What follows belongs to an exercise in optimizing a design on an open flow for a short achievable clock period and few clock cycles per item; a production flow would make more cautious choices. Function was checked by simulation only, so behaviour that the tests miss may differ from the original. No activity file was given, so power comes from the tool's default toggle rates.

### design/flow/design.v
package core_pkg;
  localparam int XLEN = 32;
  localparam logic [XLEN-1:0] RESET_PC = '0;
  localparam logic [6:0] OPC_OP     = 7'b0110011;
  localparam logic [6:0] OPC_OP_IMM = 7'b0010011;
  localparam logic [6:0] OPC_LUI    = 7'b0110111;
  localparam logic [6:0] OPC_AUIPC  = 7'b0010111;
  localparam logic [6:0] OPC_LOAD   = 7'b0000011;
  localparam logic [6:0] OPC_STORE  = 7'b0100011;
  typedef enum logic [3:0] {
    ALU_ADD,
    ALU_SUB,
    ALU_AND,
    ALU_OR,
    ALU_XOR,
    ALU_SLT,
    ALU_SLTU,
    ALU_SLL,
    ALU_SRL,
    ALU_SRA,
    ALU_PASS_B
  } alu_op_t;
  typedef logic [1:0] mem_width_t;
  localparam mem_width_t MEM_BYTE = 2'b00;
  localparam mem_width_t MEM_HALF = 2'b01;
  localparam mem_width_t MEM_WORD = 2'b10;
  typedef enum logic {
    WB_ALU,
    WB_MEM
  } wb_sel_t;
  typedef struct packed {
    logic [XLEN-1:0] pc;
    logic [31:0]     instr;
    logic            valid;
  } if_id_t;
  typedef struct packed {
    logic [XLEN-1:0] op_a;
    logic [XLEN-1:0] op_b;
    logic [XLEN-1:0] store_data;  
    logic [4:0]      rs1;
    logic [4:0]      rs2;
    logic            use_rs1;
    logic            use_rs2;
    alu_op_t         alu_op;
    logic [4:0]      rd;
    logic            reg_write;
    logic            mem_write;
    logic            mem_read;
    mem_width_t      mem_width;
    logic            mem_sign;
    wb_sel_t         wb_sel;
  } id_ex_t;
  typedef struct packed {
    logic [XLEN-1:0] result;
    logic [XLEN-1:0] store_data;
    logic [4:0]      rd;
    logic            reg_write;
    logic            mem_write;
    logic            mem_read;
    mem_width_t      mem_width;
    logic            mem_sign;
    wb_sel_t         wb_sel;
  } ex_mem_t;
  typedef struct packed {
    logic [XLEN-1:0] data;
    logic [4:0]      rd;
    logic            reg_write;
  } mem_wb_t;
  localparam if_id_t  IF_ID_BUBBLE  = '0;
  localparam id_ex_t  ID_EX_BUBBLE  = '0;
  localparam ex_mem_t EX_MEM_BUBBLE = '0;
  localparam mem_wb_t MEM_WB_BUBBLE = '0;
endpackage
`timescale 1ns/1ps
module rv_core (
  input  logic        clk,
  input  logic        reset_i,
  output logic [31:0] imem_addr_o,
  input  logic [31:0] imem_data_i,
  output logic [31:0] dmem_addr_o,
  output logic [31:0] dmem_wdata_o,
  output logic [3:0]  dmem_wstrb_o,
  output logic        dmem_we_o,
  input  logic [31:0] dmem_rdata_i,
  input  logic        dmem_stall_i,
  output logic        wb_valid_o,
  output logic [4:0]  wb_addr_o,
  output logic [31:0] wb_data_o
);
  localparam logic [6:0] OPC_OP     = 7'b0110011;
  localparam logic [6:0] OPC_OP_IMM = 7'b0010011;
  localparam logic [6:0] OPC_LUI    = 7'b0110111;
  localparam logic [6:0] OPC_AUIPC  = 7'b0010111;
  localparam logic [6:0] OPC_LOAD   = 7'b0000011;
  localparam logic [6:0] OPC_STORE  = 7'b0100011;
  function automatic logic [31:0] rev32(input logic [31:0] v);
    for (int i = 0; i < 32; i++) rev32[i] = v[31-i];
  endfunction
  function automatic logic [31:0] lanes(input logic [1:0] width, input logic [31:0] v);
    case (width)
      2'b00:   lanes = {4{v[7:0]}};
      2'b01:   lanes = {2{v[15:0]}};
      default: lanes = v;
    endcase
  endfunction
  logic [31:2] pc_q, pc_k;
  logic        d1_valid;
  logic [31:0] d1_instr;
  logic [31:2] d1_pc;
  logic [31:0] d2_rf1, d2_rf2, d2_rf1_k, d2_rf2_k, d2_imm;
  logic [31:2] d2_pc;
  logic [4:0]  d2_rs1, d2_rs2, d2_rd;
  logic        d2_use1, d2_use2, d2_rw, d2_load, d2_store, d2_op, d2_lui, d2_auipc;
  logic [1:0]  d2_width;
  logic        d2_sign;
  logic        d2_addsub, d2_sub, d2_and, d2_or, d2_xor, d2_slt, d2_sltu;
  logic        d2_sll, d2_srl, d2_sra;
  logic [31:0] x_a, x_ash, x_b, x_bx, x_wdata;
  logic [31:0] x_a_k, x_ash_k, x_b_k, x_bx_k, x_wdata_k;
  logic [31:2] x_addr, x_addr_k;
  logic [3:0]  x_strb, x_strb_k;
  logic        x_store, x_store_k;
  logic [1:0]  x_off;
  logic        x_addsub, x_sub, x_and, x_or, x_xor, x_slt, x_sltu, x_sll, x_sr, x_sra;
  logic [4:0]  x_rd;
  logic        x_rw, x_load, x_mem;
  logic [1:0]  x_width;
  logic        x_sign;
  logic [31:0] m_result;
  logic [4:0]  m_rd;
  logic        m_v;
  logic [31:0] w_data;
  logic [4:0]  w_rd;
  logic        w_v;
  logic [31:0] regs [1:31];
  logic [31:0] res;   
  logic hold;   
  logic agi;    
  logic front;  
  assign hold  = dmem_stall_i & x_mem;
  assign front = hold | agi;
  assign imem_addr_o = {pc_q, 2'b00};
  always_ff @(posedge clk) begin
    if (reset_i) begin
      pc_q     <= '0;
      pc_k     <= '0;
      d1_valid <= 1'b0;
    end else begin
      pc_q <= front ? pc_k : pc_k + 30'd1;
      if (!front) begin
        pc_k     <= pc_k + 30'd1;
        d1_valid <= 1'b1;
      end
    end
  end
  always_ff @(posedge clk) begin
    if (!front) begin
      d1_instr <= imem_data_i;
      d1_pc    <= pc_k;
    end
  end
  logic [6:0]  opc;
  logic [2:0]  f3;
  logic [4:0]  rs1, rs2, rd;
  logic        is_op, is_opi, is_alu, is_lui, is_auipc, is_load, is_store;
  logic        use1, use2, rw;
  logic [31:0] imm;
  logic [31:0] rf1, rf2;
  assign opc = d1_instr[6:0];
  assign rd  = d1_instr[11:7];
  assign f3  = d1_instr[14:12];
  assign rs1 = d1_instr[19:15];
  assign rs2 = d1_instr[24:20];
  assign is_op    = d1_valid && opc == OPC_OP;
  assign is_opi   = d1_valid && opc == OPC_OP_IMM;
  assign is_alu   = is_op | is_opi;
  assign is_lui   = d1_valid && opc == OPC_LUI;
  assign is_auipc = d1_valid && opc == OPC_AUIPC;
  assign is_load  = d1_valid && opc == OPC_LOAD;
  assign is_store = d1_valid && opc == OPC_STORE;
  assign use1 = (is_alu | is_load | is_store) && rs1 != 5'd0;
  assign use2 = (is_op | is_store) && rs2 != 5'd0;
  assign rw   = (is_alu | is_lui | is_auipc | is_load) && rd != 5'd0;
  always_comb begin
    if (is_lui | is_auipc) imm = {d1_instr[31:12], 12'b0};
    else if (is_store)     imm = {{20{d1_instr[31]}}, d1_instr[31:25], d1_instr[11:7]};
    else                   imm = {{20{d1_instr[31]}}, d1_instr[31:20]};
  end
  always_comb begin
    if (rs1 == 5'd0) rf1 = '0;
    else if (m_v && m_rd == rs1) rf1 = m_result;
    else if (w_v && w_rd == rs1) rf1 = w_data;
    else rf1 = regs[rs1];
    if (rs2 == 5'd0) rf2 = '0;
    else if (m_v && m_rd == rs2) rf2 = m_result;
    else if (w_v && w_rd == rs2) rf2 = w_data;
    else rf2 = regs[rs2];
  end
  always_ff @(posedge clk) begin
    if (w_v) regs[w_rd] <= w_data;
  end
  logic        x_hits1, x_hits2, fwd1, fwd2, keep1, keep2;
  logic [31:0] d2_in1, d2_in2;
  assign x_hits1 = x_rw && x_rd == (front ? d2_rs1 : rs1) && (front ? d2_use1 : use1);
  assign x_hits2 = x_rw && x_rd == (front ? d2_rs2 : rs2) && (front ? d2_use2 : use2);
  assign fwd1    = !hold && x_hits1;
  assign fwd2    = !hold && x_hits2;
  assign keep1   = front && !fwd1;
  assign keep2   = front && !fwd2;
  assign d2_in1  = fwd1 ? res : rf1;
  assign d2_in2  = fwd2 ? res : rf2;
  always_ff @(posedge clk) begin
    d2_rf1 <= keep1 ? d2_rf1_k : d2_in1;
    d2_rf2 <= keep2 ? d2_rf2_k : d2_in2;
    if (!keep1) d2_rf1_k <= d2_in1;
    if (!keep2) d2_rf2_k <= d2_in2;
  end
  always_ff @(posedge clk) begin
    if (reset_i) begin
      d2_rw    <= 1'b0;
      d2_load  <= 1'b0;
      d2_store <= 1'b0;
      d2_use1  <= 1'b0;
      d2_use2  <= 1'b0;
    end else if (!front) begin
      d2_rw    <= rw;
      d2_load  <= is_load;
      d2_store <= is_store;
      d2_use1  <= use1;
      d2_use2  <= use2;
    end
  end
  always_ff @(posedge clk) begin
    if (!front) begin
      d2_imm    <= imm;
      d2_pc     <= d1_pc;
      d2_rs1    <= rs1;
      d2_rs2    <= rs2;
      d2_rd     <= rd;
      d2_op     <= is_op;
      d2_lui    <= is_lui;
      d2_auipc  <= is_auipc;
      d2_width  <= f3[1:0];
      d2_sign   <= ~f3[2];
      d2_addsub <= (is_alu && f3 == 3'b000) || is_lui || is_auipc;
      d2_sub    <= (is_op && f3 == 3'b000 && d1_instr[30]) ||
                   (is_alu && (f3 == 3'b010 || f3 == 3'b011));
      d2_sll    <= is_alu && f3 == 3'b001;
      d2_slt    <= is_alu && f3 == 3'b010;
      d2_sltu   <= is_alu && f3 == 3'b011;
      d2_xor    <= is_alu && f3 == 3'b100;
      d2_srl    <= is_alu && f3 == 3'b101 && !d1_instr[30];
      d2_sra    <= is_alu && f3 == 3'b101 && d1_instr[30];
      d2_or     <= is_alu && f3 == 3'b110;
      d2_and    <= is_alu && f3 == 3'b111;
    end
  end
  assign agi = (d2_load | d2_store) && d2_use1 && x_rw && x_rd == d2_rs1;
  logic        fa, fb, fs;
  logic [31:0] base, bsel, agu;
  logic [31:0] n_a, n_ash, n_b, n_bx, n_wdata;
  logic [3:0]  n_strb;
  assign fa = d2_use1 && x_rw && x_rd == d2_rs1;
  assign fb = d2_op && d2_use2 && x_rw && x_rd == d2_rs2;
  assign fs = d2_store && d2_use2 && x_rw && x_rd == d2_rs2;
  always_comb begin
    if (d2_lui)        base = '0;
    else if (d2_auipc) base = {d2_pc, 2'b00};
    else               base = d2_rf1;
    bsel = d2_op ? d2_rf2 : d2_imm;
    agu  = d2_rf1 + d2_imm;
    if (fa)          n_a = res;
    else             n_a = base;
    if (fa)          n_ash = d2_sll ? rev32(res) : res;
    else             n_ash = d2_sll ? rev32(base) : base;
    if (fb)          n_b = res;
    else             n_b = bsel;
    if (fb)          n_bx = d2_sub ? ~res : res;
    else             n_bx = d2_sub ? ~bsel : bsel;
    if (fs)          n_wdata = lanes(d2_width, res);
    else             n_wdata = lanes(d2_width, d2_rf2);
    case (d2_width)
      2'b00:   n_strb = 4'b0001 << agu[1:0];
      2'b01:   n_strb = agu[1] ? 4'b1100 : 4'b0011;
      default: n_strb = 4'b1111;
    endcase
    if (!d2_store) n_strb = 4'b0000;
  end
  always_ff @(posedge clk) begin
    x_a     <= hold ? x_a_k     : n_a;
    x_ash   <= hold ? x_ash_k   : n_ash;
    x_b     <= hold ? x_b_k     : n_b;
    x_bx    <= hold ? x_bx_k    : n_bx;
    x_wdata <= hold ? x_wdata_k : n_wdata;
    x_addr  <= hold ? x_addr_k  : agu[31:2];
    x_strb  <= hold ? x_strb_k  : n_strb;
    if (!hold) begin
      x_a_k     <= n_a;
      x_ash_k   <= n_ash;
      x_b_k     <= n_b;
      x_bx_k    <= n_bx;
      x_wdata_k <= n_wdata;
      x_addr_k  <= agu[31:2];
      x_strb_k  <= n_strb;
    end
  end
  always_ff @(posedge clk) begin
    if (reset_i) begin
      x_store   <= 1'b0;
      x_store_k <= 1'b0;
    end else begin
      x_store <= hold ? x_store_k : d2_store & ~agi;
      if (!hold) x_store_k <= d2_store & ~agi;
    end
  end
  always_ff @(posedge clk) begin
    if (reset_i) begin
      x_rw   <= 1'b0;
      x_load <= 1'b0;
      x_mem  <= 1'b0;
    end else if (!hold) begin
      x_rw   <= d2_rw & ~agi;
      x_load <= d2_load & ~agi;
      x_mem  <= (d2_load | d2_store) & ~agi;
    end
  end
  always_ff @(posedge clk) begin
    if (!hold) begin
      x_off    <= agu[1:0];
      x_rd     <= d2_rd;
      x_width  <= d2_width;
      x_sign   <= d2_sign;
      x_addsub <= d2_addsub;
      x_sub    <= d2_sub;
      x_and    <= d2_and;
      x_or     <= d2_or;
      x_xor    <= d2_xor;
      x_slt    <= d2_slt;
      x_sltu   <= d2_sltu;
      x_sll    <= d2_sll;
      x_sr     <= d2_srl | d2_sra;
      x_sra    <= d2_sra;
    end
  end
  logic [31:0] sr, lane, ld;
  logic [32:0] sum;
  logic        lt_s, lt_u, fill;
  assign sum  = {1'b0, x_a} + {1'b0, x_bx} + {32'd0, x_sub};
  assign lt_u = ~sum[32];
  assign lt_s = (x_a[31] ^ x_b[31]) ? x_a[31] : sum[31];
  assign fill = x_sra & x_ash[31];
  assign sr   = 32'($signed({fill, x_ash}) >>> x_b[4:0]);
  assign lane = dmem_rdata_i >> {x_off, 3'b000};
  always_comb begin
    case (x_width)
      2'b00:   ld = {{24{x_sign & lane[7]}}, lane[7:0]};
      2'b01:   ld = {{16{x_sign & lane[15]}}, lane[15:0]};
      default: ld = dmem_rdata_i;
    endcase
  end
  assign res = ({32{x_addsub}} & sum[31:0])
             | ({32{x_and}}    & (x_a & x_b))
             | ({32{x_or}}     & (x_a | x_b))
             | ({32{x_xor}}    & (x_a ^ x_b))
             | {31'd0, (x_slt & lt_s) | (x_sltu & lt_u)}
             | ({32{x_sll}}    & rev32(sr))
             | ({32{x_sr}}     & sr)
             | ({32{x_load}}   & ld);
  assign dmem_addr_o  = {x_addr, 2'b00};
  assign dmem_we_o    = x_store;
  assign dmem_wstrb_o = x_strb;
  assign dmem_wdata_o = x_wdata;
  always_ff @(posedge clk) begin
    if (reset_i) m_v <= 1'b0;
    else         m_v <= x_rw & ~hold;
  end
  always_ff @(posedge clk) begin
    m_result <= res;
    m_rd     <= x_rd;
  end
  assign wb_valid_o = m_v;
  assign wb_addr_o  = m_rd;
  assign wb_data_o  = m_result;
  always_ff @(posedge clk) begin
    if (reset_i) w_v <= 1'b0;
    else         w_v <= m_v;
  end
  always_ff @(posedge clk) begin
    w_data <= m_result;
    w_rd   <= m_rd;
  end
endmodule
### design/flow/run.sh
#!/bin/bash
# synth_recipe.tcl (not shown) runs the flow's synth.tcl, then flattens the netlist and writes it again
# the make line also repeats each setting of config.mk as NAME=value (left out here)
make -C /OpenROAD-flow-scripts/flow DESIGN_CONFIG=/design/flow/config.mk WORK_HOME=/design/flow/orfs CLKGATE_MAP_FILE= SYNTH_SCRIPT=/design/flow/synth_recipe.tcl finish
### design/flow/config.mk
export PLATFORM = sky130hd
export DESIGN_NAME = rv_core
export DESIGN_NICKNAME = rv_core
export VERILOG_FILES = /design/flow/design.v
export SDC_FILE = /design/flow/constraint.sdc
export NUM_CORES = 4
export LEC_CHECK = 0
export ABC_CLOCK_PERIOD_IN_PS = 2500
export CAP_MARGIN = 20
export CORE_MARGIN = 2
export CORE_UTILIZATION = 40
export SETUP_SLACK_MARGIN = 4.5
export SLEW_MARGIN = 20
export TNS_END_PERCENT = 100
### design/flow/constraint.sdc
create_clock -name core_clock -period 7.5 [get_ports {clk}]
set_input_delay 1.5000 -clock core_clock [delete_from_list [all_inputs] [get_ports {clk}]]
set_output_delay 1.5000 -clock core_clock [all_outputs]
set_load 0.01 [all_outputs]
==> impl_metrics.env, run 1 <==
export IMPL_synth_top_area_frac=0.5542
export IMPL_largest_register_ffs=992
export IMPL_drt_first_pass_iters=8
export IMPL_end_kind="flop"
export IMPL_worstSetupPathType="flop to flop"
export IMPL_hp_class="flop to flop"
export IMPL_fp_dieW_um=441.8
export IMPL_core_area_mm2=0.1904
export IMPL_top_register="regs"
export IMPL_fmax_mhz=274.6
export IMPL_finalWeightedCongestion=0.9467
export IMPL_n_fill_cell=15492
export IMPL_synth_area_leader_cell="edfxtp_1"
export IMPL_drc=0
export IMPL_leakage_nw=34.49
export IMPL_dpl_hpwl_mm=168.0
export IMPL_tns_ps=0
export IMPL_setup_violations=0
export IMPL_num_io_pins=206
export IMPL_initial_utilization=0.4027
export IMPL_startpoint_type="flop"
export IMPL_cts_made_buffers=163
export IMPL_synthDistinctLibCells=92
export IMPL_grt_overflow=0
export IMPL_dp_cells=7542
export IMPL_ant_nets=0
export IMPL_antenna_found_initial=6
export IMPL_synth_most_common_cell="edfxtp_1"
export IMPL_drt_iter0_markers=6949
export IMPL_synth_async_reset_ratio=0
export IMPL_pwr_density_cell_mw_per_mm2=225.3
export IMPL_grt_total_usage=0.2875
export IMPL_grt_pass1_vias=51185
export IMPL_vias=52651
export IMPL_ys_flop_type="edfxtp_1"
export IMPL_irDropWorstVdd_mv=0.1980
export IMPL_core_rowCount=160
export IMPL_fin_crit_sh=0.4856
export IMPL_synth_cells=5064
export IMPL_die_area_mm2=0.1952
export IMPL_stdcell_count=8337
export IMPL_syn2layout_area_growth_pct=25.78
export IMPL_synth_commonest_cells="1415 x edfxtp_1, 623 x mux4_2, 358 x nor2_1"
export IMPL_cts_root_buffer="clkbuf_16"
export IMPL_relSlewSlack=0.2268
export IMPL_routedWlPerCell_um=34.60
export IMPL_drt_total_wl_mm=288.4
export IMPL_status="no timing/DRC/antenna violations"
export IMPL_cp_data_arrival_time_ps=4310
export IMPL_clk_pin_slew_ps=60
export IMPL_required_ps=8170
export IMPL_cp_max_fo=7
export IMPL_die_h_um=441.8
export IMPL_rsz0062_at_grt="true"
export IMPL_clock_skew_ps=41.18
export IMPL_fin_crit_ps=3642
export IMPL_final_core_utilization=0.5066
export IMPL_numClockSinks=1551
export IMPL_synth_avg_cell_area_um2=15.14
export IMPL_syn_area_mm2=0.07667
export IMPL_ys_seq_area_frac=0.5897
export IMPL_yosys_warnings=1
export IMPL_slew_violations=0
export IMPL_tritoncts="built"
export IMPL_final_hold_viol_count=0
export IMPL_synth_edf_count=1415
export IMPL_cts_max_level=4
export IMPL_fin_nets=5884
export IMPL_whs_path_depth=0
export IMPL_synth_seq_cells=1551
export IMPL_synth_area_leaders="edfxtp_1 55%, mux4_2 18%, dfxtp_1 3.6%, mux2i_1 3.0%, ha_1 2.1%"
export IMPL_cts_path_max_buffers=3
export IMPL_tightest_slew_ps=1158
export IMPL_maxCapViolCount=0
export IMPL_grt_max_degree=156
export IMPL_worstRegToRegCells=12
export IMPL_vias_per_cell=6.315
export IMPL_ctsHoldBuffers=0
export IMPL_grt_pass1_wl_mm=396.8
export IMPL_clock_latency_ps=840
export IMPL_place_port_buffers=201
export IMPL_drive_above_1_share=0.3924
==> cells by family after synthesis <==
family / synth area share
AO/OA/AOI/OAI: 0.07024
multiplexers: 0.2199
buffers and inverters: 0.02660
flip-flops: 0.5897
AND/OR/NAND/NOR: 0.05625
adder cells (fa/ha/maj): 0.02151
XOR/XNOR: 0.01576
other: 0.00004891
==> cell type report <==
| type | instances | area [um2] | area share |
|---|---|---|---|
| Antenna cell | 1 | 2.502 | 0.00002595 |
| Clock buffer | 215 | 4479 | 0.04645 |
| Clock inverter | 88 | 889.6 | 0.009224 |
| Inverter | 157 | 649.4 | 0.006733 |
| Multi-Input combinational cell | 3024 | 33170 | 0.3440 |
| Sequential cell | 1551 | 45450 | 0.4713 |
| Tap cell | 2511 | 3142 | 0.03258 |
| Timing Repair Buffer | 786 | 8620 | 0.08938 |
| Timing Repair inverter | 4 | 35.03 | 0.0003633 |
==> cells in the final DEF, fill, tap and decap left out, types with 26 or more instances in the layout <==
| cell | instances |
|---|---|
| mux4_2 | 624 |
| buf_16 | 42 |
| a211oi_1 | 27 |
| or3_1 | 29 |
| buf_6 | 145 |
| buf_4 | 324 |
| a21oi_4 | 32 |
| clkinv_2 | 34 |
| dfxtp_1 | 46 |
| xnor2_1 | 37 |
| inv_1 | 121 |
| a21oi_1 | 193 |
| o21ai_0 | 103 |
| a21o_1 | 53 |
| dfxtp_2 | 41 |
| buf_2 | 69 |
| xor2_1 | 81 |
| mux2_4 | 31 |
| clkbuf_16 | 173 |
| ha_1 | 98 |
| mux2i_1 | 199 |
| buf_12 | 57 |
| ha_4 | 26 |
| clkdlybuf4s50_1 | 59 |
| a21oi_2 | 64 |
| clkbuf_1 | 36 |
| nor2_1 | 299 |
| nand3_1 | 62 |
| o211ai_1 | 31 |
| dfxtp_4 | 49 |
| o21ai_1 | 70 |
| nor3_1 | 30 |
| nor2_4 | 45 |
| edfxtp_1 | 1415 |
| nand2_1 | 285 |
| o21ai_2 | 61 |
| clkdlybuf4s15_2 | 44 |
==> power breakdown <==
group	switching [mW]	total [mW]	internal, mW
Clock	3.56	8.16	4.60
Sequential	0.444	10.1	9.68
Combinational	1.83	3.44	1.61
==> critical path, cell delays in order, from the launching register on <==
cell and delay, ps:
edfxtp_1 500, ha_2 490, a21oi_4 110, o21ai_0 300
a21o_1 340, nor3b_4 100, a211o_1 360, buf_6 140
and3_4 190, o31ai_4 530, buf_4 230, nor2_4 50
a21oi_2 160
==> routing by layer <==
layer / up-vias / GRT usage / part of all wire
li1: 21418 / - / -
met1: 27301 / 0.3501 / 0.35
met2: 3140 / 0.4747 / 0.48
met3: 786 / 0.04869 / 0.084
met4: 6 / 0.1860 / 0.078
met5: - / 0 / 0.00015
==> metrics by stage <==
stage          area [um2]  total power [mW]  hold WS [ps]  worst slack [ps]
2_1_floorplan       77130             11.72         400.3              3081
3_3_place_gp        82030             12.91         386.0              1373
3_5_place_dp        82050             12.92         379.5              1552
4_1_cts             94180             21.51         396.6              3883
5_1_grt             96440             22.29         379.6              3813
6_report            96440             21.73         390.7              3858
==> repair_timing <==
action,4_1_cts,5_1_grt
pin swaps,140,142
endpoints found under the setup margin,688,434
setup buffers,311,117
cloned,54,9
resized for setup,1296,298
==> path summary, 6_finish.rpt <==
| check | slack, ps | endpoint | start |
|---|---|---|---|
| setup / recovery | 3860 | x_wdata[0]$_DFFE_PN_ | x_a[13]$_DFFE_PN_ |
| hold / removal | 390 | w_data[6]$_DFF_P_ | m_result[6]$_DFF_P_ |
| setup reg to reg | 3860 | x_wdata[0]$_DFFE_PN_ | x_a[13]$_DFFE_PN_ |
| hold reg to reg | 390 | w_data[6]$_DFF_P_ | m_result[6]$_DFF_P_ |
Testbench counts, summed over its fixed seeds: cycles 11,802, instrs 11,200.
==> run 2, diff against run 1 <==
==> design/flow/config.mk (replaced) <==
export PLATFORM = sky130hd
export DESIGN_NAME = rv_core
export DESIGN_NICKNAME = rv_core
export VERILOG_FILES = /design/flow/design.v
export SDC_FILE = /design/flow/constraint.sdc
export NUM_CORES = 4
export LEC_CHECK = 0
export ABC_CLOCK_PERIOD_IN_PS = 2000
export CAP_MARGIN = 20
export CORE_MARGIN = 2
export CORE_UTILIZATION = 55
export SETUP_SLACK_MARGIN = 5
export SLEW_MARGIN = 20
export TNS_END_PERCENT = 100
==> impl_metrics.env, run 2 <==
export IMPL_initial_utilization=0.5515
export IMPL_clock_skew_ps=58.75
export IMPL_synth_area_leader_cell="edfxtp_1"
export IMPL_fp_dieW_um=377.4
export IMPL_yosys_area_share_simple=0.05625
export IMPL_die_area_mm2=0.1424
export IMPL_slew_violations=0
export IMPL_core_area_mm2=0.1390
export IMPL_status="no timing/DRC/antenna violations"
export IMPL_drt_iter0_markers=7773
export IMPL_pwr_density_cell_mw_per_mm2=224.9
export IMPL_cts_root_buffer="clkbuf_16"
export IMPL_required_ps=8120
export IMPL_synth_avg_cell_area_um2=15.14
export IMPL_final_common_cell="edfxtp_1"
export IMPL_leakage_nw=35.13
export IMPL_fin_crit_sh=0.4898
export IMPL_slowest_delay_ps=500
export IMPL_synth_mux_area_frac=0.2199
export IMPL_tightest_slew_ps=1173
export IMPL_core_rowCount=137
export IMPL_cts_max_level=4
export IMPL_cp_startpoint="x_a[10]$_DFFE_PN_"
export IMPL_tritoncts="built"
export IMPL_num_io_pins=206
export IMPL_synth_xor_area_frac=0.01576
export IMPL_synth_top_family_by_area="multiplexers"
export IMPL_ys_flop_type="edfxtp_1"
export IMPL_layout_common_cells="1415 x edfxtp_1, 623 x mux4_2, 345 x buf_4"
export IMPL_grt_overflow=0
export IMPL_cts_made_buffers=165
export IMPL_cp_data_arrival_time_ps=4290
export IMPL_pre_cts_slack_ps=1746
export IMPL_timing_final_ws_setup_ps=3827
export IMPL_vias=53681
export IMPL_cp_max_fo=4
export IMPL_top_register="regs"
export IMPL_fmax_mhz=272.2
export IMPL_synthDistinctLibCells=92
export IMPL_syn2layout_area_growth_pct=26.30
export IMPL_syn_area_mm2=0.07667
export IMPL_cts_path_max_buffers=3
export IMPL_end_kind="flop"
export IMPL_maxCapViolCount=0
export IMPL_grt_total_usage=0.3979
export IMPL_startpoint_type="flop"
export IMPL_critPathMostFrequentCell="a21o_1"
export IMPL_min_from="d1_pc[19]$_DFFE_PP_"
export IMPL_drt_total_wl_mm=285.2
export IMPL_grt_pass1_vias=51657
export IMPL_final_hold_viol_count=0
export IMPL_grt_max_degree=71
export IMPL_synth_seq_cells=1551
export IMPL_clock_latency_ps=850
export IMPL_fin_crit_ps=3673
export IMPL_synth_commonest_cells="1415 x edfxtp_1, 623 x mux4_2, 358 x nor2_1"
export IMPL_routedWlPerCell_um=36.71
export IMPL_ys_seq_area_frac=0.5897
export IMPL_crit_chain="ha_4 -> a21o_1 -> a21o_1 -> a211oi_2 -> a211oi_4 -> nor3b_4 -> a211o_1 -> a21oi_4 -> o31ai_4 -> buf_4 -> buf_6 -> nor2_4 -> o32ai_4"
export IMPL_vias_per_cell=6.911
export IMPL_finalWeightedCongestion=1.006
export IMPL_drive_above_1_share=0.4132
export IMPL_setup_violations=0
export IMPL_place_port_buffers=201
export IMPL_dpl_hpwl_mm=161.9
export IMPL_cp_slowest_cell="edfxtp_1"
export IMPL_fin_area_mm2=0.09683
export IMPL_synth_async_reset_ratio=0
export IMPL_relSlewSlack=0.2167
export IMPL_post_dp_cell_area_mm2=0.08132
export IMPL_drt_first_pass_iters=6
export IMPL_grt_pass1_wl_mm=392.9
export IMPL_synth_compound_area_frac=0.07024
export IMPL_antenna_found_initial=16
export IMPL_clk_pin_slew_ps=60
export IMPL_ctsHoldBuffers=0
export IMPL_synth_most_common_cell="edfxtp_1"
export IMPL_drc=0
export IMPL_yosys_warnings=1
export IMPL_synth_fa_ha_area_frac=0.02151
export IMPL_whs_ps=416.2
export IMPL_synth_cells=5064
export IMPL_worstSetupPathType="flop to flop"
export IMPL_ant_nets=0
export IMPL_fin_nets=5947
export IMPL_rsz0062_at_grt="true"
export IMPL_synth_edf_count=1415
export IMPL_synth_top_area_frac=0.5542
export IMPL_numClockSinks=1551
export IMPL_hp_class="flop to flop"
export IMPL_reg2reg_from="x_a[10]$_DFFE_PN_"
export IMPL_synth_area_leaders="edfxtp_1 55%, mux4_2 18%, dfxtp_1 3.6%, mux2i_1 3.0%, ha_1 2.1%"
export IMPL_tns_ps=0
export IMPL_largest_register_ffs=992
export IMPL_die_h_um=377.4
export IMPL_power_total_mw=21.78
export IMPL_irDropWorstVdd_mv=0.2469
run 2: cell counts after synthesis:
No cell type changed its count.
run 2: cell type report:
class	count	area, um2
Fill cell	9190	42180
Sequential cell	1551	45500
Timing Repair inverter	4	46.29
Clock buffer	220	4457
Inverter	157	675.6
Multi-Input combinational cell	3026	33760
Clock inverter	87	903.4
Tap cell	1876	2347
Antenna cell	2	5.005
Timing Repair Buffer	845	9140
run 2: cell families after synthesis:
group,after synthesis
mux,897
fa+ha+maj,130
other cells,1
flops,1551
simple gates,969
buf+inv,508
xor+xnor,138
compound gates,870
run 2: stage by stage:
stage          utilization  std cells
2_1_floorplan            -       5067
3_3_place_gp        0.5849       6919
3_5_place_dp        0.5850       6920
4_1_cts             0.6819       7674
5_1_grt             0.6965       7766
6_report            0.6966       7768
run 2: worst paths after layout:
| path | end | slack [ps] | cells after the start |
|---|---|---|---|
| setup reg to reg | x_wdata[16]$_DFFE_PN_ | 3830 | 13 |
| hold reg to reg | d2_pc[19]$_DFFE_PP_ | 420 | 0 |
| setup / recovery | x_wdata[16]$_DFFE_PN_ | 3830 | 13 |
| hold / removal | d2_pc[19]$_DFFE_PP_ | 420 | 0 |
run 2: worst max-delay path, delay by kind of cell (launching register included):
family	cells	cell delay, ps
flops	1	500
buf+inv	2	290
compound gates	8	2000
simple gates	2	360
fa+ha+maj	1	280
run 2: timing repair:
| action | in CTS | in global routing |
|---|---|---|
| setup buffers | 395 | 89 |
| endpoints found under the setup margin | 1508 | 831 |
| gates cloned | 52 | 3 |
| pin swaps | 210 | 158 |
| resized for setup | 1620 | 289 |
run 2: power by group:
part           internal (mW)  total [mW]  switching (mW)
sequential              9.67        10.0           0.368
combinational           1.66        3.59            1.93
clock                   4.57        8.15            3.58
run 2: metal layers:
layer | track usage | vias up | wire [um]
li1 | - | 21562 | -
met1 | 0.5198 | 27402 | 101000
met2 | 0.6169 | 3795 | 131700
met3 | 0.08454 | 908 | 30830
met4 | 0.2419 | 14 | 21520
met5 | 0 | - | 92

-- static timing again, ports no longer ideal --
How much do the figures lean on ideal ports? The routed layouts below were timed once more, with nothing changed but the port constraints.
Step 1, drivers: a clkbuf_16 drives clk and a buf_2 each remaining input, both assumed.
Step 2 also shifts input and output timing later by t, the mid clock arrival at the registers, as if the neighbouring blocks saw the same clock.
a / b / c = ideal / step 1 / step 2; a / b = the first two.
| run | t (ns) | setup WS [ns] | hold WS [ns] | worst setup path at the end | cell pins on the clock port's net |
|---|---|---|---|---|---|
| run 1 | 0.909 | 3.858 / 3.858 / 3.177 | 0.391 / 0.391 / 0.391 | input to register | 1 |
| run 2 | 0.899 | 3.827 / 3.827 / 3.177 | 0.416 / 0.416 / 0.416 | input to register | 1 |
After both steps setup and hold are still met in every run listed. The setup slack of run 1, which loses most, moves by 0.000 ns with the drivers and by -0.681 ns with both steps.
